Background: an optimization exercise with open tools, aiming at small area. Do not read the settings as production practice. Only simulation tests tie the RTL to the original design; equivalence was not proved. Power and IR drop assume default switching activity. No driver is modelled on the clock port, so clocking that relies on it looks cheaper here than on a real chip.

==> flow/design.v <==
`timescale 1ns/1ps
package flash_ctrl_pkg;
    typedef enum logic [1:0]
    {
        OP_ERASE = 2'd0,
        OP_WRITE = 2'd1,
        OP_READ  = 2'd2
    } user_op_t;
    typedef enum logic [1:0]
    {
        SPI_INS   = 2'd0,      
        SPI_READ  = 2'd1,
        SPI_WRITE = 2'd2
    } spi_op_t;
    typedef enum logic [3:0]
    {
        ST_IDLE,
        ST_LATCH,
        ST_WREN,
        ST_PP_CMD,
        ST_PP_DATA,
        ST_SE_CMD,
        ST_RD_CMD,
        ST_RD_DATA,
        ST_SR_CMD,
        ST_SR_CHECK,
        ST_BUSY_WAIT
    } seq_state_t;
    localparam int ADDR_W = 24;           
    localparam int DATA_W = 8;
    localparam int NUM_W  = 9;            
    localparam int OP_W   = 32;           
    localparam int LEN_W  = 16;
    localparam logic [DATA_W-1:0] CMD_WREN = 8'h06;
    localparam logic [DATA_W-1:0] CMD_PP   = 8'h02;
    localparam logic [DATA_W-1:0] CMD_SE   = 8'h20;
    localparam logic [DATA_W-1:0] CMD_READ = 8'h03;
    localparam logic [DATA_W-1:0] CMD_RDSR = 8'h05;
    localparam int CMD_BITS     = 8;
    localparam int CMDADDR_BITS = 32;
    localparam int STATUS_CLKS  = 16;     
    localparam int SR_WIP_BIT = 0;        
    localparam int BUSY_WAIT_CYCLES = 256;
    localparam int FIFO_DEPTH       = 256;
endpackage
`timescale 1ns/1ps
`timescale 1ns/1ps
`timescale 1ns/1ps
`timescale 1ns/1ps
import flash_ctrl_pkg::*;
module flash_ctrl
(
    input  logic              i_clk,
    input  logic              i_rst,
    input  logic [1:0]        i_op_type,
    input  logic [ADDR_W-1:0] i_op_addr,
    input  logic [NUM_W-1:0]  i_op_num,
    input  logic              i_op_valid,
    output logic              o_op_ready,
    input  logic [DATA_W-1:0] i_wr_data,
    input  logic              i_wr_sop,
    input  logic              i_wr_eop,
    input  logic              i_wr_valid,
    output logic [DATA_W-1:0] o_rd_data,
    output logic              o_rd_sop,
    output logic              o_rd_eop,
    output logic              o_rd_valid,
    output logic [OP_W-1:0]   o_spi_op_data,
    output logic [1:0]        o_spi_op_type,
    output logic [LEN_W-1:0]  o_spi_op_len,
    output logic [LEN_W-1:0]  o_spi_clk_len,
    output logic              o_spi_op_valid,
    input  logic              i_spi_op_ready,
    output logic [DATA_W-1:0] o_spi_write_data,
    input  logic              i_spi_write_req,
    input  logic [DATA_W-1:0] i_spi_read_data,
    input  logic              i_spi_read_valid
);
    localparam logic [2:0] S_IDLE   = 3'd0;
    localparam logic [2:0] S_WREN   = 3'd1;    
    localparam logic [2:0] S_WREN_W = 3'd2;    
    localparam logic [2:0] S_CMD    = 3'd3;    
    localparam logic [2:0] S_DATA   = 3'd4;    
    localparam logic [2:0] S_POLL   = 3'd5;    
    localparam logic [2:0] S_POLL_W = 3'd6;    
    localparam logic [2:0] S_BUSY   = 3'd7;    
    logic [2:0]        r_state;
    logic [1:0]        r_type;
    logic [ADDR_W-1:0] r_addr;
    logic [NUM_W-1:0]  r_num;         
    logic              r_sr_busy;
    logic              r_rd_pend;     
    logic              r_rd_valid;
    logic              r_rd_sop;
    logic              r_rd_eop;
    logic [8*FIFO_DEPTH-1:0] r_ring;
    logic [7:0]        r_head;        
    logic [7:0]        w_tap;
    logic              w_accept;
    logic              w_is_read;
    logic              w_is_write;
    logic              w_is_erase;
    logic              w_aligned;
    logic              w_ins32;
    logic              w_wr_align;
    logic              w_push;
    logic              w_rot;
    logic              w_pop;
    logic              w_rd_pop;
    logic              w_shift;
    logic              w_sr_busy;
    logic              w_cmd;
    logic              w_poll;
    logic [8:0]        w_data_clks;
    assign w_is_read  = (r_type == OP_READ);
    assign w_is_write = (r_type == OP_WRITE);
    assign w_is_erase = (r_type == OP_ERASE);
    assign o_op_ready = (r_state == S_IDLE);
    assign w_accept   = i_op_valid && o_op_ready;
    assign w_aligned  = (r_head[5:0] == 6'd63);
    assign w_ins32    = !i_wr_valid && w_is_read && !r_num[5];
    assign w_wr_align = w_is_write && ((r_state == S_WREN) || (r_state == S_WREN_W) || (r_state == S_CMD));
    assign w_push     = i_wr_valid || ((r_state == S_DATA) && w_is_read && i_spi_read_valid);
    assign w_rot      = (w_wr_align || r_rd_pend) && !w_aligned;
    assign w_rd_pop   = r_rd_pend && w_aligned;
    assign w_pop      = w_rd_pop || ((r_state == S_DATA) && i_spi_write_req);
    assign w_shift    = w_push || w_rot || w_pop;
    always_ff @(posedge i_clk)
    begin
        if (w_shift)
        begin
            r_ring <= {r_ring[8*FIFO_DEPTH-9:0], r_ring[8*FIFO_DEPTH-1 -: 8]};
            if (w_push && !w_ins32)
                r_ring[7:0] <= i_wr_valid ? i_wr_data : i_spi_read_data;
            if (w_push && w_ins32)
                r_ring[8*32 +: 8] <= i_spi_read_data;
        end
    end
    always_ff @(posedge i_clk)
    begin
        if (w_accept)
            r_head <= {i_op_num[7:6], i_op_num[5] || (i_op_type == OP_READ), i_op_num[4:0]};
        else if (w_rot)
            r_head <= r_head + 1'b1;
    end
    always_comb
    begin
        w_tap = '0;
        for (int k = 0; k < 4; k++)
            if (r_head[7:6] == 2'(k))
                w_tap = r_ring[8*(64*k+63) +: 8];
    end
    assign o_spi_write_data = w_tap;
    assign o_rd_data        = w_tap;
    always_ff @(posedge i_clk or posedge i_rst)
    begin
        if (i_rst)
        begin
            r_rd_pend  <= 1'b0;
            r_rd_valid <= 1'b0;
            r_rd_sop   <= 1'b0;
            r_rd_eop   <= 1'b0;
        end
        else
        begin
            if ((r_state == S_DATA) && w_is_read && i_spi_op_ready)
                r_rd_pend <= 1'b1;
            else if (w_rd_pop && (r_num == NUM_W'(1)))
                r_rd_pend <= 1'b0;
            r_rd_valid <= w_rd_pop;
            r_rd_sop   <= w_rd_pop && !r_rd_valid;
            r_rd_eop   <= w_rd_pop && (r_num == NUM_W'(1));
        end
    end
    assign o_rd_valid = r_rd_valid;
    assign o_rd_sop   = r_rd_sop;
    assign o_rd_eop   = r_rd_eop;
    always_ff @(posedge i_clk)
    begin
        if (w_accept)
        begin
            r_type <= i_op_type;
            r_addr <= i_op_addr;
        end
        else if (w_poll)
            r_addr[7:0] <= 8'h00;
        else if (r_state == S_BUSY)
            r_addr[7:0] <= r_addr[7:0] + 1'b1;
    end
    always_ff @(posedge i_clk)
    begin
        if (w_accept)
            r_num <= i_op_num;
        else if (w_rd_pop)
            r_num <= r_num - 1'b1;
    end
    assign w_sr_busy = r_sr_busy || (i_spi_read_valid && i_spi_read_data[SR_WIP_BIT]);
    always_ff @(posedge i_clk or posedge i_rst)
    begin
        if (i_rst)
        begin
            r_state   <= S_IDLE;
            r_sr_busy <= 1'b0;
        end
        else
        begin
            case (r_state)
                S_IDLE:
                    if (w_accept)
                        r_state <= (i_op_type == OP_READ) ? S_CMD : S_WREN;
                S_WREN:
                    if (i_spi_op_ready)
                        r_state <= S_WREN_W;
                S_WREN_W:
                    if (i_spi_op_ready)
                        r_state <= S_CMD;
                S_CMD:
                    if (o_spi_op_valid && i_spi_op_ready)
                        r_state <= S_DATA;
                S_DATA:
                    if (i_spi_op_ready)
                        r_state <= S_POLL;
                S_POLL:
                    if (i_spi_op_ready)
                        r_state <= S_POLL_W;
                S_POLL_W:
                    if (i_spi_op_ready)
                        r_state <= w_sr_busy ? S_BUSY : S_IDLE;
                default:
                    if (r_addr[7:0] == 8'hff)
                        r_state <= S_POLL;
            endcase
            if (r_state == S_POLL)
                r_sr_busy <= 1'b0;
            else if ((r_state == S_POLL_W) && i_spi_read_valid)
                r_sr_busy <= i_spi_read_data[SR_WIP_BIT];
        end
    end
    assign w_cmd  = (r_state == S_CMD);
    assign w_poll = (r_state == S_POLL);
    assign o_spi_op_valid = (r_state == S_WREN) || w_poll || (w_cmd && (!w_is_write || w_aligned));
    assign w_data_clks = r_num + 9'd4;
    always_comb
    begin
        o_spi_op_data = {CMD_WREN, ADDR_W'(0)};
        o_spi_op_type = SPI_INS;
        o_spi_op_len  = LEN_W'(CMD_BITS);
        o_spi_clk_len = LEN_W'(CMD_BITS);
        if (w_poll)
        begin
            o_spi_op_data = {CMD_RDSR, ADDR_W'(0)};
            o_spi_op_type = SPI_READ;
            o_spi_clk_len = LEN_W'(STATUS_CLKS);
        end
        else if (w_cmd)
        begin
            o_spi_op_len = LEN_W'(CMDADDR_BITS);
            if (w_is_erase)
            begin
                o_spi_op_data = {CMD_SE, r_addr};
                o_spi_clk_len = LEN_W'(CMDADDR_BITS);
            end
            else if (w_is_write)
            begin
                o_spi_op_data = {CMD_PP, r_addr};
                o_spi_op_type = SPI_WRITE;
                o_spi_clk_len = LEN_W'({w_data_clks, 3'b000});
            end
            else
            begin
                o_spi_op_data = {CMD_READ, r_addr};
                o_spi_op_type = SPI_READ;
                o_spi_clk_len = LEN_W'({w_data_clks, 3'b000});
            end
        end
    end
endmodule
==> flow/flow/run.sh <==
#!/bin/bash
# Standard layout with two changes to what the flow inserts (the design and constraints are
# untouched): port buffers use the smallest buffer, and clock tree synthesis adds no dummy
# loads.
set -e
export BUFFER_PORTS_ARGS="-buffer_cell sky130_fd_sc_hd__buf_1"
export CTS_ARGS="-sink_clustering_enable -repair_clock_nets -sink_clustering_size 36 -sink_clustering_max_diameter 85 -buf_list sky130_fd_sc_hd__clkbuf_16 -dont_use_dummy_load "
bash standard.sh > standard.log 2>&1
==> flow/standard.sh <==
#!/bin/bash
# synth_recipe.tcl (not shown) runs the flow's synth.tcl, then flattens the netlist and writes it again
# the make line also repeats each setting of config.mk as NAME=value (left out here)
make -C /OpenROAD-flow-scripts/flow DESIGN_CONFIG=/design/flow/config.mk WORK_HOME=/design/flow/orfs CLKGATE_MAP_FILE= SYNTH_SCRIPT=/design/flow/synth_recipe.tcl "${@:-finish}"
==> flow/config.mk <==
export PLATFORM = sky130hd
export DESIGN_NAME = flash_ctrl
export DESIGN_NICKNAME = flash_ctrl
export VERILOG_FILES = /design/flow/design.v
export SDC_FILE = /design/flow/constraint.sdc
export NUM_CORES = 4
export LEC_CHECK = 0
export CAP_MARGIN = 20
export CORE_MARGIN = 2
export CORE_UTILIZATION = 70
export CTS_BUF_LIST = sky130_fd_sc_hd__clkbuf_16
export CTS_CLUSTER_DIAMETER = 85
export CTS_CLUSTER_SIZE = 36
export SLEW_MARGIN = 20
==> flow/constraint.sdc <==
create_clock -name core_clock -period 10.0 [get_ports {i_clk}]
set_input_delay 2.0000 -clock core_clock [delete_from_list [all_inputs] [get_ports {i_clk}]]
set_output_delay 2.0000 -clock core_clock [all_outputs]
set_load 0.01 [all_outputs]
==> summary.md, run 1 <==
| Metric | Value |
|---|---|
| Outcome | `timing/DRC/antenna clean` |
| Top Family by Delay on Critical Path | `simple AND/OR/NAND/NOR gates` |
| Largest family of logic cells by synthesized area | `simple AND/OR/NAND/NOR gates` |
| Die H | `309 um` |
| CP Capture Type | `output pin` |
| Synth Area in XOR/XNOR | `0.310%` |
| Routed met2 length | `30.2 mm` |
| Initial drt markers | `2,237` |
| Cell area after synthesis | `65,000 um2` |
| Drt first pass iters | `5` |
| CTS Hold Buffers Added | `0` |
| Ys async rst share | `0.381%` |
| Postcts setup bufs | `0` |
| CP max-delay cell | `dfrtp_1` |
| Multi-input gate area | `1720 um2` |
| Largest net degree at the start of global routing | `236` |
| Maximum clock frequency | `0.191 GHz` |
| Top-count cell post-synth | `edfxtp_1` |
| Final Critical Period | `5.25 ns` |
| Root Driver | `clkbuf_16` |
| CP Class | `register to output pin` |
| Reg2Reg Setup Slack | `6.32 ns` |
| Antenna Nets Post-Route | `0` |
| HP Class | `register to register` |
| Layout cells sized above 1 | `4.18%` |
| Gr usage total | `15.4%` |
| Crit path cell chain | `nand2_1 > nor2_2 > inv_1 > nor3_1 > nor2_1 > buf_1` |
| Placed wire-length estimate | `35.3 mm` |
| RR Endpoint | `r_ring[830]` |
| Routability cong. | `0.841` |
| Worst path bufs/invs | `2` |
| Slew of the pin with the lowest slew margin | `1.17 ns` |
| Max Cap Viol | `0` |
| Final Hold Viols | `0` |
| Synth Area in Adders | `0.115%` |
| Core area | `91,800 um2` |
| YS warnings | `1` |
| Grt ovf | `0` |
| Fill cells | `4,922` |
| Non-Filler Instances | `3,824` |
| Global-route wire length before repair | `113 mm` |
| Final wirelength | `74.4 mm` |
| Die ar. | `95,300 um2` |
| Syn avg cell area | `27.0 um2` |
| WL met3 | `2.95 mm` |
| Cell variety after synth | `48` |
| Critical path peak fanout | `28` |
| Drt wl/cell | `19.5 um` |
| Highest routed layer | `met4` |
| Mux cell area share after synthesis | `0.562%` |
| Layout area overhead | `5.73%` |
| Worst path depth | `6` |
| Cells after Synth | `2,405` |
| Max IR drop VDD | `0.197 mV` |
| Clk_skew | `0.0462 ns` |
| Hold Startpoint | `r_ring[362]` |
| Vias in the first global route | `19.7k` |
| Slew Limit Fails | `0` |
| Post-CTS sizing | `0` |
| Main area contributors after synthesis | `edfxtp_1 (97%), buf_4 (0.40%), dfrtp_1 (0.31%)` |
| Setup slack at placement | `5.06 ns` |
| Num CTS Buffers | `68` |
| Clock Path Buffers | `3` |
| Top_reg_cell synth | `edfxtp_1` |
| Worst hold stages | `0` |
| Share of synthesized area occupied by flip-flops and latches | `96.9%` |
| RSZ-0062 raised after global routing | `false` |
| CTS sink count | `2,099` |
| Row Count | `111` |
| Setup violators final | `0` |
| Critical Path AT | `3.25 ns` |
| Initial Util | `70.8%` |
| DRC viols | `0` |
| Yosys top cell area share | `96.6%` |
| Final #Nets | `2,649` |
| Power per Cell Area | `294 nW/um2` |
| Simple-gate portion of the synthesized area | `0.962%` |
| Area leader, netlist | `edfxtp_1` |
| TNS Setup | `0 ns` |
| Register area | `63,000 um2` |
| Synth Register Bits | `2,099` |
| Compound-Gate Fraction of Synth Area | `0.537%` |
| Startpoint type of the worst setup path | `register` |
| Post-DR vias/cell | `5.62` |
| Pleak | `0.0255 uW` |
| Clock insertion delay at the later pin of the skew report | `0.66 ns` |
| Commonest cells in the netlist | `edfxtp_1 (2,091), buf_4 (35), nand2_1 (35)` |
| Worst r2r src | `r_type[1]` |
| Clock Pin Slew Worst Setup and Hold Paths | `0.12 ns` |
| M1 wire length | `39.4 mm` |
| IO buf count | `119` |
| Worst Hold Path EP | `r_ring[370]` |
| Critical Path RT | `8.00 ns` |
| Post-route clock period utilization | `52.5%` |
| Antenna violations before repair | `2` |
| EDFF count, synth | `2,091` |
| IO Count | `147` |
| DIE WIDTH | `309 um` |
| Cells after DPL | `3,754` |
| Ant diodes | `0` |
| H-tree depth | `3` |
| Worst r2r path cells | `6` |
| Worst setup margin | `4.75 ns` |
| Vias post-DR | `21.5k` |
| CTS tree | `built` |
| CP peak stage delay | `0.72 ns` |
| Rel. slew slack | `21.8%` |
[worst max-delay path by stage]
stage               start                end
2_1_floorplan  i_wr_valid          r_ring[0]
3_3_place_gp   i_wr_valid        r_ring[403]
3_5_place_dp   i_wr_valid        r_ring[403]
4_1_cts        r_state[1]  o_spi_op_data[25]
5_1_grt        r_state[1]  o_spi_op_data[25]
6_report       r_state[1]  o_spi_op_data[25]
[cell type report]
class | instances | share of cell area, %
clock buffer | 68 | 2.48
inverter | 14 | 0.0764
multi-input combinational | 264 | 2.50
sequential | 2099 | 91.6
tap | 1243 | 2.26
timing repair buffer | 136 | 1.06
[where the power goes]
group / leakage [uW] / switching [uW] / internal (uW)
logic: 0.00103 / 533 / 235
registers: 0.0236 / 1320 / 14800
clock network: 0.000838 / 2160 / 1240
total: 0.0255 / 4010 / 16200
[worst reg2reg max path: cells and delay by family, from the launching register on]
family                 cells  cell delay, ns
AO/OA/AOI/OAI              1            0.12
buffers and inverters      2            1.59
flip-flops                 1            0.52
AND/OR/NAND/NOR            3            0.88
[cells by family (layout without fill, tap and decap cells)]
kind of cell,after synthesis,in the layout
other cells,1,25
fa+ha+maj,6,6
simple gates,125,125
xor+xnor,23,23
compound gates,61,61
flops,2099,2099
buf+inv,66,218
mux,24,24
[state kept, by name (all words and copies together), names as in the netlist, 2 cells and up]
signal / flops
r_state: 3
r_num: 9
r_type: 2
r_addr: 24
r_head: 8
r_ring: 2048
[placed cells by master (no fill, tap or decap), types with 2 or more instances in the layout]
cell / count
mux2_4: 4
o22ai_1: 2
xor2_1: 9
and2_1: 24
edfxtp_1: 2091
xnor2_1: 14
or4_1: 2
o22a_1: 2
buf_1: 119
clkinv_1: 2
nand3_1: 12
buf_12: 9
nand4_1: 3
o21ai_0: 25
clkbuf_16: 68
mux2i_1: 8
dfrtp_1: 8
and3_1: 2
buf_16: 2
ha_1: 6
nor2_1: 27
buf_4: 6
nor4_1: 2
mux2_2: 4
mux4_2: 8
nor2b_1: 2
a21oi_1: 21
nand2_1: 35
conb_1: 25
inv_1: 12
nor3_1: 9
[layer usage]
metal  global-route usage [%]  up-vias
li1                         -     9780
met1                     27.2    11200
met2                     20.0      429
met3                     2.75      119
met4                     4.46        0
met5                        0        -
[stage by stage]
| stage | cell area [um2] | total power [uW] | utilization (%) | hold WS (ns) |
|---|---|---|---|---|
| after floorplan | 65100 | 17900 | - | 0.400 |
| after global placement | 67000 | 16900 | 73.0 | 0.401 |
| after detailed placement | 67000 | 16900 | 73.0 | 0.405 |
| after CTS | 68700 | 20500 | 74.8 | 0.394 |
| after global routing | 68700 | 21100 | 74.9 | 0.410 |
| final | 68700 | 20200 | 74.9 | 0.400 |
==> inputs of run 2 (changes only) <==
--- a/flow/config.mk
+++ b/flow/config.mk
@@ -5,10 +5,10 @@
 export SDC_FILE = /design/flow/constraint.sdc
 export NUM_CORES = 4
 export LEC_CHECK = 0
-export CAP_MARGIN = 20
+export CAP_MARGIN = 0
 export CORE_MARGIN = 2
 export CORE_UTILIZATION = 70
 export CTS_BUF_LIST = sky130_fd_sc_hd__clkbuf_16
 export CTS_CLUSTER_DIAMETER = 85
 export CTS_CLUSTER_SIZE = 36
-export SLEW_MARGIN = 20
+export SLEW_MARGIN = 0
==> run 2 against run 1 <==
Against the previous run:
- still clean
- worst hold slack better by 0.00067 ns
- combinational power down 0.9%
- routed wire length shrank 0.38%
==> summary.md, run 2 <==
| Metric | Value |
|---|---|
| Outcome | `timing/DRC/antenna clean` |
| Sw Pwr | `4010 uW` |
| Critical Path AT | `3.25 ns` |
| Critical Path Start | `r_state[1]` |
| Critical path peak fanout | `28` |
| RSZ-0062 raised after global routing | `false` |
| Drt first pass iters | `5` |
| Root Driver | `clkbuf_16` |
| Max Cap Viol | `0` |
| CTS sink count | `2,099` |
| Sw frac | `19.8%` |
| Clock insertion delay at the later pin of the skew report | `0.66 ns` |
| Die ar. | `95,300 um2` |
| Vias post-DR | `21.5k` |
| Critical Path RT | `8.00 ns` |
| Yosys top cell area share | `96.6%` |
| Top_reg_cell synth | `edfxtp_1` |
| Hold Startpoint | `r_ring[362]` |
| Slew Limit Fails | `0` |
| Cell area after synthesis | `65,000 um2` |
| CP Class | `register to output pin` |
| Initial Util | `70.8%` |
| Post-route clock period utilization | `52.5%` |
| Synth Register Bits | `2,099` |
| Cells after Synth | `2,405` |
| Drt wl/cell | `19.4 um` |
| Clock Path Buffers | `3` |
| DRC viols | `0` |
| Crit path cell chain | `nand2_1 > nor2_2 > inv_1 > nor3_1 > nor2_1 > buf_1` |
| EDFF count, synth | `2,091` |
| DIE WIDTH | `309 um` |
| Maximum clock frequency | `0.190 GHz` |
| Post-CTS sizing | `0` |
| CTS Hold Buffers Added | `0` |
| Clock share of power | `16.8%` |
| TNS Setup | `0 ns` |
| Worst path bufs/invs | `2` |
| Largest net degree at the start of global routing | `236` |
| CP max-delay cell | `dfrtp_1` |
| Cell variety after synth | `48` |
| Die H | `309 um` |
| Core area | `91,800 um2` |
| Top-count cell post-synth | `edfxtp_1` |
| Slew of the pin with the lowest slew margin | `1.14 ns` |
| Routability cong. | `0.841` |
| IO Count | `147` |
| Syn avg cell area | `27.0 um2` |
| Commonest non-fill, non-tap cell in the layout | `edfxtp_1` |
| Initial drt markers | `2,278` |
| Pleak | `0.0255 uW` |
| Most flops, register | `r_ring` |
| Rel. slew slack | `23.7%` |
| Commonest cells in the netlist | `edfxtp_1 (2,091), buf_4 (35), nand2_1 (35)` |
| Commonest non-fill, non-tap cells in the layout | `edfxtp_1 (2,091), buf_1 (119), clkbuf_16 (68)` |
| Post-DR vias/cell | `5.63` |
| Num CTS Buffers | `68` |
| Share of synthesized area occupied by flip-flops and latches | `96.9%` |
| Final Hold Viols | `0` |
| Gr usage total | `15.4%` |
| Final #Nets | `2,647` |
| Placed wire-length estimate | `35.3 mm` |
| HP Class | `register to register` |
| Startpoint type of the worst setup path | `register` |
| Grt ovf | `0` |
| CP Capture Type | `output pin` |
| Antenna violations before repair | `2` |
| Postcts setup bufs | `0` |
| Max reg flops | `2,048` |
| Comb power frac | `3.8%` |
| CTS tree | `built` |
| Final Critical Period | `5.25 ns` |
| Area leader, netlist | `edfxtp_1` |
| Layout cells sized above 1 | `4.11%` |
| Row Count | `111` |
| Setup violators final | `0` |
| Layout area overhead | `5.65%` |
| Ys async rst share | `0.381%` |
| Power per Cell Area | `295 nW/um2` |
| Global-route wire length before repair | `113 mm` |
| Post-route cell area | `68,700 um2` |
| Antenna Nets Post-Route | `0` |
| YS warnings | `1` |
| Main area contributors after synthesis | `edfxtp_1 (97%), buf_4 (0.40%), dfrtp_1 (0.31%)` |
| Fill cells | `4,928` |
| Sequential share of power | `79.4%` |
| H-tree depth | `3` |
| Top Family by Delay on Critical Path | `simple AND/OR/NAND/NOR gates` |
| Clock Pin Slew Worst Setup and Hold Paths | `0.12 ns` |
| Final wirelength | `74.1 mm` |
| Max IR drop VDD | `0.196 mV` |
| Placed inst area | `67,000 um2` |
| IO buf count | `119` |
| Vias in the first global route | `19.7k` |
| Ant diodes | `0` |
| Worst r2r src | `r_head[3]` |
| Cell-internal power | `16,200 uW` |
| Biggest regs | `r_ring x2048, r_addr x24, r_num x9` |
| CP peak stage delay | `0.72 ns` |
| Clk_skew | `0.0452 ns` |
run 2: cell counts after synthesis:
No cell type changed its count.
run 2: logic make-up after synthesis:
kind of cell / synth area share, %
buffers and inverters: 0.633
AND/OR/NAND/NOR: 0.962
multiplexers: 0.562
AO/OA/AOI/OAI: 0.537
flip-flops: 96.9
other: 0.00577
adder cells (fa/ha/maj): 0.115
XOR/XNOR: 0.310
run 2: path summary, 6_finish.rpt:
path / endpoint / slack [ns] / cells past startpoint
worst max-delay path: o_spi_op_data[25] / 4.75 / 6
worst min-delay path: r_ring[370] / 0.40 / 0
worst max register to register: r_ring[806] / 6.34 / 5
worst min register to register: r_ring[370] / 0.40 / 0
max in group asynchronous: r_rd_pend / 8.53 / 2
min in group asynchronous: r_state[1] / 1.24 / 2
run 2: power by group through the flow:
stage | clock (uW) | combinational, uW | sequential [uW]
after floorplan | 0 | 608 | 17300
after global placement | 0 | 739 | 16100
after detailed placement | 0 | 776 | 16200
after CTS | 3560 | 773 | 16200
after global routing | 3800 | 841 | 16500
final | 3400 | 762 | 16100
run 2: area by class of cell:
cell class	instances	area (um2)	area share, %
timing repair buffer	134	672	0.978
sequential	2099	63000	91.7
multi-input combinational	264	1720	2.51
tap	1243	1560	2.26
clock buffer	68	1700	2.48
inverter	14	52.6	0.0765
run 2: through the flow:
stage	setup WS [ns]	cells	hold WS [ns]	power, uW	utilization, %
2_1_floorplan	-70.19	2429	0.400	17900	-
3_3_place_gp	5.15	3754	0.401	16900	73.0
3_5_place_dp	5.06	3754	0.405	16900	73.0
4_1_cts	4.71	3822	0.394	20500	74.8
5_1_grt	4.44	3822	0.410	21100	74.8
6_report	4.75	3822	0.401	20200	74.8
run 2: per-layer routing:
| metal | share of wire, % | vias up | wire (um) | track usage (%) |
|---|---|---|---|---|
| met5 | 0 | - | 0 | 0 |
| met4 | 2.5 | 0 | 1840 | 4.46 |
| met3 | 4.0 | 120 | 2990 | 2.75 |
| met2 | 41 | 419 | 30200 | 20.0 |
| met1 | 53 | 11200 | 39100 | 27.2 |
| li1 | - | 9779 | - | - |
==> inputs of run 3 (changes only) <==
==> flow/flow/run.sh (replaced) <==
#!/bin/bash
# Standard layout with two changes to what the flow inserts (the design and constraints are
# untouched): port buffers use the smallest buffer, and clock tree synthesis adds no dummy
# loads.
set -e
export BUFFER_PORTS_ARGS="-buffer_cell sky130_fd_sc_hd__buf_1"
export CTS_ARGS="-sink_clustering_enable -repair_clock_nets -sink_clustering_size 32 -sink_clustering_max_diameter 80 -buf_list sky130_fd_sc_hd__clkbuf_16 -dont_use_dummy_load "
bash standard.sh > standard.log 2>&1
--- a/flow/config.mk
+++ b/flow/config.mk
@@ -9,6 +9,6 @@
 export CORE_MARGIN = 2
 export CORE_UTILIZATION = 70
 export CTS_BUF_LIST = sky130_fd_sc_hd__clkbuf_16
-export CTS_CLUSTER_DIAMETER = 85
-export CTS_CLUSTER_SIZE = 36
+export CTS_CLUSTER_DIAMETER = 80
+export CTS_CLUSTER_SIZE = 32
 export SLEW_MARGIN = 0
==> run 3 against run 2 <==
Against the previous run:
- power increased by 0.91%
- critical path depth unchanged
- worst hold slack got worse by 0.050 ns
- highest routed layer unchanged
- sequential cell count unchanged
- clock power increased by 5%
- routed wire length increased by 0.57%
==> summary.md, run 3 <==
| Metric | Value |
|---|---|
| Main area contributors after synthesis | `edfxtp_1 (97%), buf_4 (0.40%), dfrtp_1 (0.31%)` |
| Pwr Total | `20,400 uW` |
| Ys async rst share | `0.381%` |
| CTS tree | `built` |
| Layout area overhead | `5.95%` |
| Met3 Use GR | `2.71%` |
| Slew Limit Fails | `0` |
| Setup violators final | `0` |
| CP Class | `register to output pin` |
| Routability cong. | `0.841` |
| Grt ovf | `0` |
| Placed wire-length estimate | `35.3 mm` |
| Pleak | `0.0256 uW` |
| Critical path peak fanout | `28` |
| Yosys top cell area share | `96.6%` |
| Outcome | `timing/DRC/antenna clean` |
| Share of synthesized area occupied by flip-flops and latches | `96.9%` |
| YS warnings | `1` |
| Final Critical Period | `5.25 ns` |
| CTS Hold Buffers Added | `0` |
| Root Driver | `clkbuf_16` |
| Vias in the first global route | `19.9k` |
| Postcts setup bufs | `0` |
| Power per Cell Area | `296 nW/um2` |
| Critical Path RT | `8.00 ns` |
| Worst path bufs/invs | `2` |
| Critical Path AT | `3.25 ns` |
| M1 GR Usage | `27.3%` |
| EDFF count, synth | `2,091` |
| Top-count cell post-synth | `edfxtp_1` |
| CP Capture Type | `output pin` |
| Max reg flops | `2,048` |
| IO buf count | `119` |
| Startpoint type of the worst setup path | `register` |
| Commonest non-fill, non-tap cell in the layout | `edfxtp_1` |
| Maximum clock frequency | `0.190 GHz` |
| Rel. slew slack | `21.2%` |
| Clock insertion delay at the later pin of the skew report | `0.66 ns` |
| CP max-delay cell | `dfrtp_1` |
| Cells after Synth | `2,405` |
| Syn avg cell area | `27.0 um2` |
| Antenna violations before repair | `2` |
| Fin util | `75.0%` |
| Ant diodes | `0` |
| Final Hold Viols | `0` |
| Post-route clock period utilization | `52.5%` |
| Top_reg_cell synth | `edfxtp_1` |
| Max IR drop VDD | `0.173 mV` |
| CTS sink count | `2,099` |
| Most flops, register | `r_ring` |
| IO Count | `147` |
| Clock Path Buffers | `3` |
| Placed inst area | `67,000 um2` |
| Slew of the pin with the lowest slew margin | `1.18 ns` |
| GRT busiest layer | `met1` |
| Fill cells | `4,902` |
| Top Family by Delay on Critical Path | `simple AND/OR/NAND/NOR gates` |
| Post-route cell area | `68,900 um2` |
| Row Count | `111` |
| Post-DR vias/cell | `5.63` |
| Drt first pass iters | `8` |
| Biggest regs | `r_ring x2048, r_addr x24, r_num x9` |
| DIE WIDTH | `309 um` |
| Worst r2r src | `r_head[3]` |
| CP peak stage delay | `0.72 ns` |
| Post-CTS sizing | `0` |
| Crit path cell chain | `nand2_1 > nor2_2 > inv_1 > nor3_1 > nor2_1 > buf_1` |
| Commonest non-fill, non-tap cells in the layout | `edfxtp_1 (2,091), buf_1 (119), clkbuf_16 (76)` |
| Largest net degree at the start of global routing | `236` |
| Drt wl/cell | `19.5 um` |
| Clock Pin Slew Worst Setup and Hold Paths | `0.11 ns` |
| Area leader, netlist | `edfxtp_1` |
| DRC viols | `0` |
| Layout cells sized above 1 | `4.41%` |
| RSZ-0062 raised after global routing | `false` |
| Num CTS Buffers | `76` |
| HP Class | `register to register` |
| Global-route wire length before repair | `114 mm` |
| Hold Startpoint | `r_ring[91]` |
| Gr usage total | `15.5%` |
| Critical Path Start | `r_state[1]` |
| Die H | `309 um` |
| TNS Setup | `0 ns` |
| Vias post-DR | `21.6k` |
| Die ar. | `95,300 um2` |
| Commonest cells in the netlist | `edfxtp_1 (2,091), buf_4 (35), nand2_1 (35)` |
| Initial drt markers | `2,278` |
| Synth Register Bits | `2,099` |
| Antenna Nets Post-Route | `0` |
| Cell variety after synth | `48` |
| Met2 usage | `20.2%` |
| Max Cap Viol | `0` |
| Final wirelength | `74.5 mm` |
| Clk_skew | `0.0720 ns` |
| Core area | `91,800 um2` |
| H-tree depth | `3` |
| Final #Nets | `2,655` |
| Initial Util | `70.8%` |
| Cell area after synthesis | `65,000 um2` |
## run 3: per-layer routing
metal / vias to the layer above / wire length (um)
met5: - / 0
li1: 9800 / -
met3: 121 / 2990
met1: 11200 / 39000
met2: 419 / 30500
met4: 0 / 2010
## run 3: cell families after synthesis
logic type      synth area share, %
fa+ha+maj                     0.115
mux                           0.562
buf+inv                       0.633
flops                          96.9
other cells                 0.00577
compound gates                0.537
simple gates                  0.962
xor+xnor                      0.310
## run 3: final timing paths
check / to / slack, ns / cells past startpoint
worst max register to register: r_ring[1149] / 6.27 / 5
min in group asynchronous: r_sr_busy / 1.23 / 2
worst min-delay path: r_ring[99] / 0.35 / 0
worst max-delay path: o_spi_op_data[25] / 4.75 / 6
worst min register to register: r_ring[99] / 0.35 / 0
max in group asynchronous: r_state[2] / 8.54 / 2
## run 3: layout make-up
type	instances	area, um2	area share (%)
sequential	2099	63000	91.4
clock buffer	76	1900	2.76
multi-input combinational	264	1720	2.50
tap	1243	1560	2.26
timing repair buffer	134	672	0.975
inverter	14	52.6	0.0763
## run 3: stage by stage
| stage | instances | hold slack, ns | setup WS, ns |
|---|---|---|---|
| 2_1_floorplan | 2429 | 0.400 | -70.19 |
| 3_3_place_gp | 3754 | 0.401 | 5.15 |
| 3_5_place_dp | 3754 | 0.405 | 5.06 |
| 4_1_cts | 3830 | 0.351 | 4.69 |
| 5_1_grt | 3830 | 0.348 | 4.44 |
| 6_report | 3830 | 0.351 | 4.75 |
## run 3: power breakdown
group          leakage [uW]  total [uW]  switching, uW  internal (uW)
clock              0.000937        3570           2190           1380
sequential           0.0236       16100           1320          14800
combinational       0.00101         764            532            231
==> inputs of run 4 (changes only) <==
--- a/flow/config.mk
+++ b/flow/config.mk
@@ -5,10 +5,10 @@
 export SDC_FILE = /design/flow/constraint.sdc
 export NUM_CORES = 4
 export LEC_CHECK = 0
-export CAP_MARGIN = 0
+export CAP_MARGIN = 20
 export CORE_MARGIN = 2
 export CORE_UTILIZATION = 70
 export CTS_BUF_LIST = sky130_fd_sc_hd__clkbuf_16
 export CTS_CLUSTER_DIAMETER = 80
 export CTS_CLUSTER_SIZE = 32
-export SLEW_MARGIN = 0
+export SLEW_MARGIN = 20
==> run 4 against run 3 <==
Against the previous run:
- still clean
- routed wire length is 0.10% higher
- combinational power is 0.7% higher
- maximum frequency up 0.30%
- via count about the same
- power hardly changed
- first-iteration DRC count grew 7.0%
- worst hold slack worse by 0.0014 ns
- critical endpoint unchanged
- largest cell class unchanged
- highest routed layer unchanged
==> summary.md, run 4 <==
| Metric | Value |
|---|---|
| Outcome | `timing/DRC/antenna clean` |
| Grt ovf | `0` |
| Drt first pass iters | `5` |
| Slew of the pin with the lowest slew margin | `1.10 ns` |
| Layout area overhead | `6.04%` |
| CTS tree | `built` |
| Routability cong. | `0.841` |
| Startpoint type of the worst setup path | `register` |
| Vias post-DR | `21.6k` |
| Num CTS Buffers | `76` |
| Root Driver | `clkbuf_16` |
| HP Class | `register to register` |
| Vias in the first global route | `19.9k` |
| Antenna Nets Post-Route | `0` |
| Clock insertion delay at the later pin of the skew report | `0.66 ns` |
| Worst path bufs/invs | `2` |
| RR Endpoint | `r_ring[91]` |
| Max reg flops | `2,048` |
| Syn avg cell area | `27.0 um2` |
| Synth Register Bits | `2,099` |
| Critical Path Start | `r_state[1]` |
| CTS sink count | `2,099` |
| Maximum clock frequency | `0.191 GHz` |
| Critical path peak fanout | `28` |
| Die ar. | `95,300 um2` |
| Commonest cells in the netlist | `edfxtp_1 (2,091), buf_4 (35), nand2_1 (35)` |
| Die H | `309 um` |
| Worst r2r src | `r_head[3]` |
| CP max-delay cell | `dfrtp_1` |
| Ys async rst share | `0.381%` |
| Core area | `91,800 um2` |
| Crit path cell chain | `nand2_1 > nor2_2 > inv_1 > nor3_1 > nor2_1 > buf_1` |
| Clock Path Buffers | `3` |
| CP Capture Type | `output pin` |
| Max IR drop VDD | `0.173 mV` |
| CP peak stage delay | `0.71 ns` |
| Layout cells sized above 1 | `4.48%` |
| Critical Path Sink | `o_spi_op_data[25]` |
| Main area contributors after synthesis | `edfxtp_1 (97%), buf_4 (0.40%), dfrtp_1 (0.31%)` |
| Rel. slew slack | `27.0%` |
| TNS Setup | `0 ns` |
| Postcts setup bufs | `0` |
| RSZ-0062 raised after global routing | `false` |
| Cells after Synth | `2,405` |
| Initial drt markers | `2,438` |
| Setup violators final | `0` |
| Slew Limit Fails | `0` |
| Cells after DPL | `3,754` |
| IO buf count | `119` |
| Area leader, netlist | `edfxtp_1` |
| Drt wl/cell | `19.5 um` |
| IO Count | `147` |
| Critical Path AT | `3.24 ns` |
| Share of synthesized area occupied by flip-flops and latches | `96.9%` |
| Power per Cell Area | `296 nW/um2` |
| Pleak | `0.0256 uW` |
| Post-route cell area | `68,900 um2` |
| Top-count cell post-synth | `edfxtp_1` |
| Post-DR vias/cell | `5.63` |
| Final Critical Period | `5.24 ns` |
| EDFF count, synth | `2,091` |
| Ant diodes | `0` |
| Cell variety after synth | `48` |
| Row Count | `111` |
| Max Cap Viol | `0` |
| Top Family by Delay on Critical Path | `simple AND/OR/NAND/NOR gates` |
| Gr usage total | `15.5%` |
| Critical Path RT | `8.00 ns` |
| YS warnings | `1` |
| Initial Util | `70.8%` |
| Largest net degree at the start of global routing | `236` |
| Yosys top cell area share | `96.6%` |
| Clock Pin Slew Worst Setup and Hold Paths | `0.12 ns` |
| Non-Filler Instances | `3,832` |
| CP Class | `register to output pin` |
| Final #Nets | `2,657` |
| Worst path depth | `6` |
| Cell area after synthesis | `65,000 um2` |
| Placed wire-length estimate | `35.3 mm` |
| Final wirelength | `74.6 mm` |
| DRC viols | `0` |
| Placed inst area | `67,000 um2` |
| CTS Hold Buffers Added | `0` |
| Worst r2r path cells | `6` |
| Clk_skew | `0.0743 ns` |
| Final Hold Viols | `0` |
| Post-route clock period utilization | `52.4%` |
| Global-route wire length before repair | `114 mm` |
| Commonest non-fill, non-tap cells in the layout | `edfxtp_1 (2,091), buf_1 (119), clkbuf_16 (76)` |
| Most flops, register | `r_ring` |
| Top_reg_cell synth | `edfxtp_1` |
| Reg2Reg Setup Slack | `6.19 ns` |
| DIE WIDTH | `309 um` |
| Commonest non-fill, non-tap cell in the layout | `edfxtp_1` |
| Antenna violations before repair | `2` |
| Biggest regs | `r_ring x2048, r_addr x24, r_num x9` |
| Post-CTS sizing | `0` |
| H-tree depth | `3` |
## run 4: cell counts after synthesis
No cell type changed its count.
## run 4: where the power goes
group / leakage [uW] / switching [uW] / internal (uW)
clock: 0.000937 / 2200 / 1380
sequential: 0.0236 / 1320 / 14800
combinational: 0.00103 / 534 / 235
## run 4: how the worst min path moves through the flow
stage	start	end	slack, ns	depth (start not counted)
3_5_place_dp	r_ring[994]	r_ring[1002]	0.40	0
2_1_floorplan	r_ring[992]	r_ring[1000]	0.40	0
4_1_cts	r_ring[91]	r_ring[99]	0.35	0
5_1_grt	r_ring[91]	r_ring[99]	0.35	0
3_3_place_gp	r_ring[2]	r_ring[10]	0.40	0
6_report	r_ring[91]	r_ring[99]	0.35	0
## run 4: area by class of cell
type	count	area [um2]
Multi-Input combinational cell	264	1720
Inverter	14	52.6
Clock buffer	76	1900
Tap cell	1243	1560
Fill cell	4895	22900
Sequential cell	2099	63000
Timing Repair Buffer	136	727
## run 4: cells by family (layout without fill, tap and decap cells)
group / Yosys count / in the layout / share of synthesized area, %
AND/OR/NAND/NOR: 125 / 125 / 0.962
buffers and inverters: 66 / 226 / 0.633
adder cells (fa/ha/maj): 6 / 6 / 0.115
other: 1 / 25 / 0.00577
flip-flops: 2099 / 2099 / 96.9
multiplexers: 24 / 24 / 0.562
XOR/XNOR: 23 / 23 / 0.310
AO/OA/AOI/OAI: 61 / 61 / 0.537
## run 4: worst register-to-register path, cell delays in order (launching register included)
cell      delay, ns
edfxtp_1       0.45
and4_1         0.35
nand3_1        0.29
nand4_1        0.47
buf_12         0.66
buf_12         0.61
buf_16         0.46
## run 4: stage by stage
stage	setup slack (ns)	power, uW	hold WS (ns)	util, %
6_report	4.76	20400	0.350	75.1
5_1_grt	4.44	21300	0.348	75.1
4_1_cts	4.69	20700	0.351	75.0
3_5_place_dp	5.06	16900	0.405	73.0
3_3_place_gp	5.15	16900	0.401	73.0
2_1_floorplan	-70.19	17900	0.400	-
## run 4: layer usage
layer  wire (um)  vias to the layer above  track usage (%)
met4        2040                        0             4.92
met3        3030                      124             2.71
met2       30500                      454             20.2
met5           0                        -                0
li1            -                     9807                -
met1       39000                    11200             27.3
==> inputs of run 5 (changes only) <==
==> flow/flow/run.sh (replaced) <==
#!/bin/bash
# Standard layout with two changes to what the flow inserts (the design and constraints are
# untouched): port buffers use the smallest buffer, and clock tree synthesis adds no dummy
# loads.
set -e
export BUFFER_PORTS_ARGS="-buffer_cell sky130_fd_sc_hd__buf_1"
export CTS_ARGS="-sink_clustering_enable -repair_clock_nets -sink_clustering_size 10 -sink_clustering_max_diameter 30 -buf_list \"sky130_fd_sc_hd__clkbuf_4 sky130_fd_sc_hd__clkbuf_8 sky130_fd_sc_hd__clkbuf_16\" -dont_use_dummy_load -sink_clustering_buffer sky130_fd_sc_hd__clkbuf_4"
bash standard.sh > standard.log 2>&1
--- a/flow/config.mk
+++ b/flow/config.mk
@@ -9,6 +9,6 @@
 export CORE_MARGIN = 2
 export CORE_UTILIZATION = 70
 export CTS_BUF_LIST = sky130_fd_sc_hd__clkbuf_16
-export CTS_CLUSTER_DIAMETER = 80
-export CTS_CLUSTER_SIZE = 32
+export CTS_CLUSTER_DIAMETER = 30
+export CTS_CLUSTER_SIZE = 10
 export SLEW_MARGIN = 20
==> run 5 against run 4 <==
Against the previous run:
- sequential power hardly changed
- critical path type unchanged
- utilization is 1.4 points higher
- still clean on timing, DRC and antenna
- area after synthesis stayed put
- synthesized cell count stayed put
==> summary.md, run 5 <==
| Metric | Value |
|---|---|
| Comb power frac | `3.6%` |
| Global-route wire length before repair | `121 mm` |
| IO Count | `147` |
| Setup slack at placement | `5.06 ns` |
| Commonest cells in the netlist | `edfxtp_1 (2,091), buf_4 (35), nand2_1 (35)` |
| Critical Path AT | `3.39 ns` |
| Layout area overhead | `8.04%` |
| CP Capture Type | `output pin` |
| Post-CTS sizing | `0` |
| Power per Cell Area | `306 nW/um2` |
| Top-count cell post-synth | `edfxtp_1` |
| Max Cap Viol | `0` |
| Most flops, register | `r_ring` |
| Layout cells sized above 1 | `12.5%` |
| CTS sink count | `2,099` |
| Initial drt markers | `2,273` |
| Sw frac | `20.5%` |
| Hold slack final | `0.361 ns` |
| Final wirelength | `79.1 mm` |
| CTS Hold Buffers Added | `0` |
| Share of synthesized area occupied by flip-flops and latches | `96.9%` |
| Rel. slew slack | `21.1%` |
| Antenna Nets Post-Route | `0` |
| Vias post-DR | `22.9k` |
| Die ar. | `95,300 um2` |
| CP peak stage delay | `0.71 ns` |
| Fill cells | `4,825` |
| H-tree depth | `5` |
| Setup violators final | `0` |
| Cell-internal power | `17,100 uW` |
| Clk_skew | `0.0628 ns` |
| Outcome | `timing/DRC/antenna clean` |
| Slew Limit Fails | `0` |
| Ys async rst share | `0.381%` |
| Worst setup margin | `4.61 ns` |
| Ant diodes | `0` |
| YS warnings | `1` |
| Placed wire-length estimate | `35.3 mm` |
| Clock Path Buffers | `4` |
| Post-DR vias/cell | `5.63` |
| Top Family by Delay on Critical Path | `simple AND/OR/NAND/NOR gates` |
| Drt wl/cell | `19.5 um` |
| Worst path bufs/invs | `2` |
| Grt ovf | `0` |
| Pwr Total | `21,500 uW` |
| Crit path cell chain | `nand2_1 > nor2_2 > inv_1 > nor3_1 > nor2_1 > buf_1` |
| Cell variety after synth | `48` |
| Core area | `91,800 um2` |
| Pleak | `0.0265 uW` |
| CTS tree | `built` |
| DIE WIDTH | `309 um` |
| Drt first pass iters | `7` |
| IO buf count | `119` |
| Antenna violations before repair | `3` |
| Row Count | `111` |
| Slew of the pin with the lowest slew margin | `1.18 ns` |
| TNS Setup | `0 ns` |
| Final Hold Viols | `0` |
| Maximum clock frequency | `0.186 GHz` |
| Cell area after synthesis | `65,000 um2` |
| RSZ-0062 raised after global routing | `false` |
| M1 wire length | `39.9 mm` |
| Syn avg cell area | `27.0 um2` |
| Area leader, netlist | `edfxtp_1` |
| Routed met2 length | `32.0 mm` |
| Main area contributors after synthesis | `edfxtp_1 (97%), buf_4 (0.40%), dfrtp_1 (0.31%)` |
| Clock share of power | `21.5%` |
| Sequential share of power | `74.9%` |
| Commonest non-fill, non-tap cells in the layout | `edfxtp_1 (2,091), clkbuf_4 (263), buf_1 (119)` |
| Initial Util | `70.8%` |
| Die H | `309 um` |
| Top_reg_cell synth | `edfxtp_1` |
| Max IR drop VDD | `0.163 mV` |
| DRC viols | `0` |
| WL met3 | `4.64 mm` |
| Max reg flops | `2,048` |
| CP Class | `register to output pin` |
| Critical path peak fanout | `28` |
| Biggest regs | `r_ring x2048, r_addr x24, r_num x9` |
| Gr usage total | `16.7%` |
| Clock insertion delay at the later pin of the skew report | `0.82 ns` |
| Routability cong. | `0.841` |
| EDFF count, synth | `2,091` |
| Critical Path RT | `8.00 ns` |
| Num CTS Buffers | `312` |
| Highest routed layer | `met4` |
| Clock Pin Slew Worst Setup and Hold Paths | `0.10 ns` |
| Final #Nets | `2,893` |
| Sw Pwr | `4400 uW` |
| Root Driver | `clkbuf_16` |
| Largest net degree at the start of global routing | `236` |
| Postcts setup bufs | `0` |
| Vias in the first global route | `22.3k` |
| Commonest non-fill, non-tap cell in the layout | `edfxtp_1` |
| CP max-delay cell | `dfrtp_1` |
| Post-route clock period utilization | `53.9%` |
| HP Class | `register to register` |
| Final Critical Period | `5.39 ns` |
| Startpoint type of the worst setup path | `register` |
| Yosys top cell area share | `96.6%` |
| Synth Register Bits | `2,099` |
| Cells after Synth | `2,405` |
## run 5: cell types whose count changed in the layout (fill, tap and decap cells not counted), sizes merged
cell,previous run,this run
clkbuf,76,312
## run 5: power groups by stage
stage	combinational, uW	clock, uW	sequential (uW)
floorplan	608	0	17300
global placement	739	0	16100
detailed placement	776	0	16200
CTS	773	4850	16200
global route	848	5170	16500
finish	770	4610	16100
## run 5: worst reg2reg max path: stages (launching register included)
cell,delay (ns)
edfxtp_1,0.44
and4_1,0.36
nand3_1,0.29
nand4_1,0.46
buf_12,0.66
buf_12,0.62
buf_16,0.48
## run 5: worst paths after layout
kind	from	endpoint	slack (ns)	cells after the start
worst min register to register	r_ring[1106]	r_ring[1114]	0.36	0
min in group asynchronous	i_rst	r_rd_sop	1.10	2
worst min-delay path	r_ring[1106]	r_ring[1114]	0.36	0
worst max-delay path	r_state[1]	o_spi_op_data[25]	4.61	6
worst max register to register	r_head[3]	r_ring[1953]	6.22	6
max in group asynchronous	i_rst	r_rd_valid	8.67	2
## run 5: area by class of cell
type                    instances  area [um2]  area share [%]
clock buffers                 312        3200            4.56
inverters                      14        52.6          0.0748
multi-input cells             264        1720            2.45
flip-flops and latches       2099       63000            89.7
well taps                    1243        1560            2.21
repair buffers                136         727            1.03
## run 5: logic make-up after synthesis
family | synth area share, %
AO/OA/AOI/OAI | 0.537
XOR/XNOR | 0.310
adder cells (fa/ha/maj) | 0.115
buffers and inverters | 0.633
flip-flops | 96.9
multiplexers | 0.562
other | 0.00577
AND/OR/NAND/NOR | 0.962
## run 5: routing by layer
metal | up-vias | track usage (%)
met3 | 224 | 4.15
met4 | 0 | 8.66
met5 | - | 0
met2 | 698 | 20.6
li1 | 10400 | -
met1 | 11600 | 28.1
## run 5: per-stage QoR
stage,cells,cell area [um2],utilization (%)
2_1_floorplan,2429,65100,-
3_5_place_dp,3754,67000,73.0
4_1_cts,4066,70200,76.5
5_1_grt,4068,70200,76.5
3_3_place_gp,3754,67000,73.0
6_report,4068,70200,76.5
==> inputs of run 6 (changes only) <==
==> flow/flow/run.sh (replaced) <==
#!/bin/bash
# Standard layout with two changes to what the flow inserts (the design and constraints are
# untouched): port buffers use the smallest buffer, and clock tree synthesis adds no dummy
# loads.
set -e
export BUFFER_PORTS_ARGS="-buffer_cell sky130_fd_sc_hd__buf_1"
export CTS_ARGS="-sink_clustering_enable -repair_clock_nets -sink_clustering_size 37 -sink_clustering_max_diameter 85 -buf_list sky130_fd_sc_hd__clkbuf_16 -dont_use_dummy_load "
bash standard.sh > standard.log 2>&1
==> flow/config.mk (replaced) <==
export PLATFORM = sky130hd
export DESIGN_NAME = flash_ctrl
export DESIGN_NICKNAME = flash_ctrl
export VERILOG_FILES = /design/flow/design.v
export SDC_FILE = /design/flow/constraint.sdc
export NUM_CORES = 4
export LEC_CHECK = 0
export CAP_MARGIN = 0
export CORE_MARGIN = 2
export CORE_UTILIZATION = 70
export CTS_BUF_LIST = sky130_fd_sc_hd__clkbuf_16
export CTS_CLUSTER_DIAMETER = 85
export CTS_CLUSTER_SIZE = 37
export SLEW_MARGIN = 0
==> run 6 against run 5 <==
Against the previous run:
- clock-buffer cell count down 245
- cell area down 2.2%
- highest routed layer unchanged
- utilization down 1.7 points
- still clean on timing, DRC and antenna
- cell count down 6.1%
==> summary.md, run 6 <==
| Metric | Value |
|---|---|
| Critical path peak fanout | `28` |
| Top Family by Delay on Critical Path | `simple AND/OR/NAND/NOR gates` |
| Sequential share of power | `79.5%` |
| Fin util | `74.8%` |
| Critical Path AT | `3.27 ns` |
| Post-route clock period utilization | `52.7%` |
| Final wirelength | `74.0 mm` |
| Die H | `309 um` |
| Commonest cells in the netlist | `edfxtp_1 (2,091), buf_4 (35), nand2_1 (35)` |
| Core area | `91,800 um2` |
| IO buf count | `119` |
| Ant diodes | `0` |
| Sw Pwr | `4000 uW` |
| Global-route wire length before repair | `113 mm` |
| Routability cong. | `0.841` |
| Pleak | `0.0255 uW` |
| EDFF count, synth | `2,091` |
| CP max-delay cell | `nor2_2` |
| Clk_skew | `0.0471 ns` |
| Maximum clock frequency | `0.190 GHz` |
| Commonest non-fill, non-tap cell in the layout | `edfxtp_1` |
| Setup violators final | `0` |
| Placed wire-length estimate | `35.3 mm` |
| Rel. slew slack | `22.0%` |
| Vias post-DR | `21.5k` |
| Slew Limit Fails | `0` |
| CTS sink count | `2,099` |
| Slew of the pin with the lowest slew margin | `1.17 ns` |
| Syn avg cell area | `27.0 um2` |
| Cell-internal power | `16,200 uW` |
| Top-count cell post-synth | `edfxtp_1` |
| Outcome | `timing/DRC/antenna clean` |
| Antenna Nets Post-Route | `0` |
| Clock Pin Slew Worst Setup and Hold Paths | `0.12 ns` |
| Drt first pass iters | `5` |
| IO Count | `147` |
| Critical Path RT | `8.00 ns` |
| Post-route cell area | `68,700 um2` |
| YS warnings | `1` |
| Cell area after synthesis | `65,000 um2` |
| Ys async rst share | `0.381%` |
| Initial drt markers | `2,291` |
| CP Class | `register to output pin` |
| Clock insertion delay at the later pin of the skew report | `0.66 ns` |
| Grt ovf | `0` |
| Cells after Synth | `2,405` |
| Comb power frac | `3.8%` |
| Yosys top cell area share | `96.6%` |
| Final #Nets | `2,646` |
| DIE WIDTH | `309 um` |
| Post-DR vias/cell | `5.62` |
| Root Driver | `clkbuf_16` |
| Max Cap Viol | `0` |
| Row Count | `111` |
| Final Critical Period | `5.27 ns` |
| Layout cells sized above 1 | `4.07%` |
| M1 wire length | `39.2 mm` |
| Max IR drop VDD | `0.185 mV` |
| Hold slack final | `0.398 ns` |
| CTS Hold Buffers Added | `0` |
| Pwr Total | `20,200 uW` |
| CP Capture Type | `output pin` |
| CTS tree | `built` |
| Clock Path Buffers | `3` |
| CP peak stage delay | `0.72 ns` |
| Antenna violations before repair | `2` |
| Synth Register Bits | `2,099` |
| H-tree depth | `3` |
| Vias in the first global route | `19.7k` |
| Clock share of power | `16.7%` |
| Routed met2 length | `30.0 mm` |
| Worst path bufs/invs | `2` |
| Final Hold Viols | `0` |
| Cell variety after synth | `48` |
| Largest net degree at the start of global routing | `236` |
| Initial Util | `70.8%` |
| Die ar. | `95,300 um2` |
| Postcts setup bufs | `0` |
| Startpoint type of the worst setup path | `register` |
| Sw frac | `19.8%` |
| Gr usage total | `15.3%` |
| Post-CTS sizing | `0` |
| Most flops, register | `r_ring` |
| Top_reg_cell synth | `edfxtp_1` |
| Biggest regs | `r_ring x2048, r_addr x24, r_num x9` |
| Commonest non-fill, non-tap cells in the layout | `edfxtp_1 (2,091), buf_1 (119), clkbuf_16 (67)` |
| Area leader, netlist | `edfxtp_1` |
| TNS Setup | `0 ns` |
| Crit path cell chain | `nand2_1 > nor2_2 > inv_1 > nor3_1 > nor2_1 > buf_1` |
| Placed inst area | `67,000 um2` |
| Main area contributors after synthesis | `edfxtp_1 (97%), buf_4 (0.40%), dfrtp_1 (0.31%)` |
| DRC viols | `0` |
| Share of synthesized area occupied by flip-flops and latches | `96.9%` |
| Num CTS Buffers | `67` |
| HP Class | `register to register` |
| Power per Cell Area | `294 nW/um2` |
| Highest routed layer | `met4` |
| WL met3 | `2.91 mm` |
| RSZ-0062 raised after global routing | `false` |
| Drt wl/cell | `19.4 um` |
| Max reg flops | `2,048` |
| Layout area overhead | `5.61%` |
run 6: cell types whose count changed in the layout (fill, tap and decap cells not counted):
cell	previous run	this run
clkbuf_16	49	67
clkbuf_4	263	0
buf_16	2	0
clkinv_1	2	1
inv_1	12	13
run 6: final timing paths:
check                              from           endpoint  slack [ns]  cells past startpoint
min                        r_ring[1675]       r_ring[1683]        0.40                      0
min reg2reg                r_ring[1675]       r_ring[1683]        0.40                      0
max                          r_state[1]  o_spi_op_data[25]        4.73                      6
max in group asynchronous         i_rst         r_state[2]        8.54                      2
min in group asynchronous         i_rst         r_state[0]        1.23                      2
max reg2reg                   r_head[3]        r_ring[403]        6.27                      5
run 6: layer usage:
layer | global-route usage (%) | vias to the layer above
met4 | 4.39 | 0
met3 | 2.78 | 118
met1 | 27.1 | 11200
met2 | 20.1 | 437
met5 | 0 | -
li1 | - | 9777
run 6: cells by family after synthesis:
| family | after synthesis | share of synthesized area [%] |
|---|---|---|
| flops | 2099 | 96.9 |
| simple gates | 125 | 0.962 |
| buf+inv | 66 | 0.633 |
| compound gates | 61 | 0.537 |
| mux | 24 | 0.562 |
| xor+xnor | 23 | 0.310 |
| fa+ha+maj | 6 | 0.115 |
| other cells | 1 | 0.00577 |
run 6: per-stage QoR:
step | instances | setup WS [ns]
after CTS | 3821 | 4.70
after detailed placement | 3754 | 5.06
after floorplan | 2429 | -70.19
final | 3821 | 4.73
after global placement | 3754 | 5.15
after global routing | 3821 | 4.45
run 6: worst reg2reg max path, stage by stage (launching register included):
cell and delay [ns]:
edfxtp_1 0.45, and4_1 0.35, nand3_1 0.30, nand4_1 0.47, buf_12 0.66, buf_12 0.92
run 6: area by class of cell:
type,instances,area [um2]
clock buffer,67,1680
fill,4915,23100
tap,1243,1560
timing repair buffer,134,672
multi-input combinational,264,1720
inverter,14,52.6
sequential,2099,63000
run 6: power by group through the flow:
stage,sequential (uW),clock [uW],combinational [uW]
after floorplan,17300,0,608
after global placement,16100,0,739
after detailed placement,16200,0,776
after CTS,16200,3540,773
after global routing,16500,3770,841
final,16100,3370,765

re-timing with driven ports:
In the flow no input, the clock included, has a driving cell. The finished layouts below were timed again as built, in two steps.
Step 1, drivers: a clkbuf_16 drives i_clk and a buf_2 each remaining input, both assumed.
Step 2 times the ports against the registers' clock, not the clock port: input delays grow and output delays shrink by t, the midpoint of the rising clock arrivals with the driver on.
Slacks: no drivers / after step 1 / after step 2; pairs: no drivers / after step 1.
run	t (ns)	setup slack, ns	cell pins on the clock port's net
run 1	0.714	4.754 / 4.682 / 5.057	1
run 2	0.712	4.747 / 4.675 / 5.091	1
run 3	0.699	4.748 / 4.675 / 5.053	1
run 4	0.698	4.764 / 4.691 / 4.988	1
run 5	0.860	4.610 / 4.537 / 5.001	1
run 6	0.710	4.728 / 4.656 / 5.045	1
After both steps every run listed still meets setup and hold.
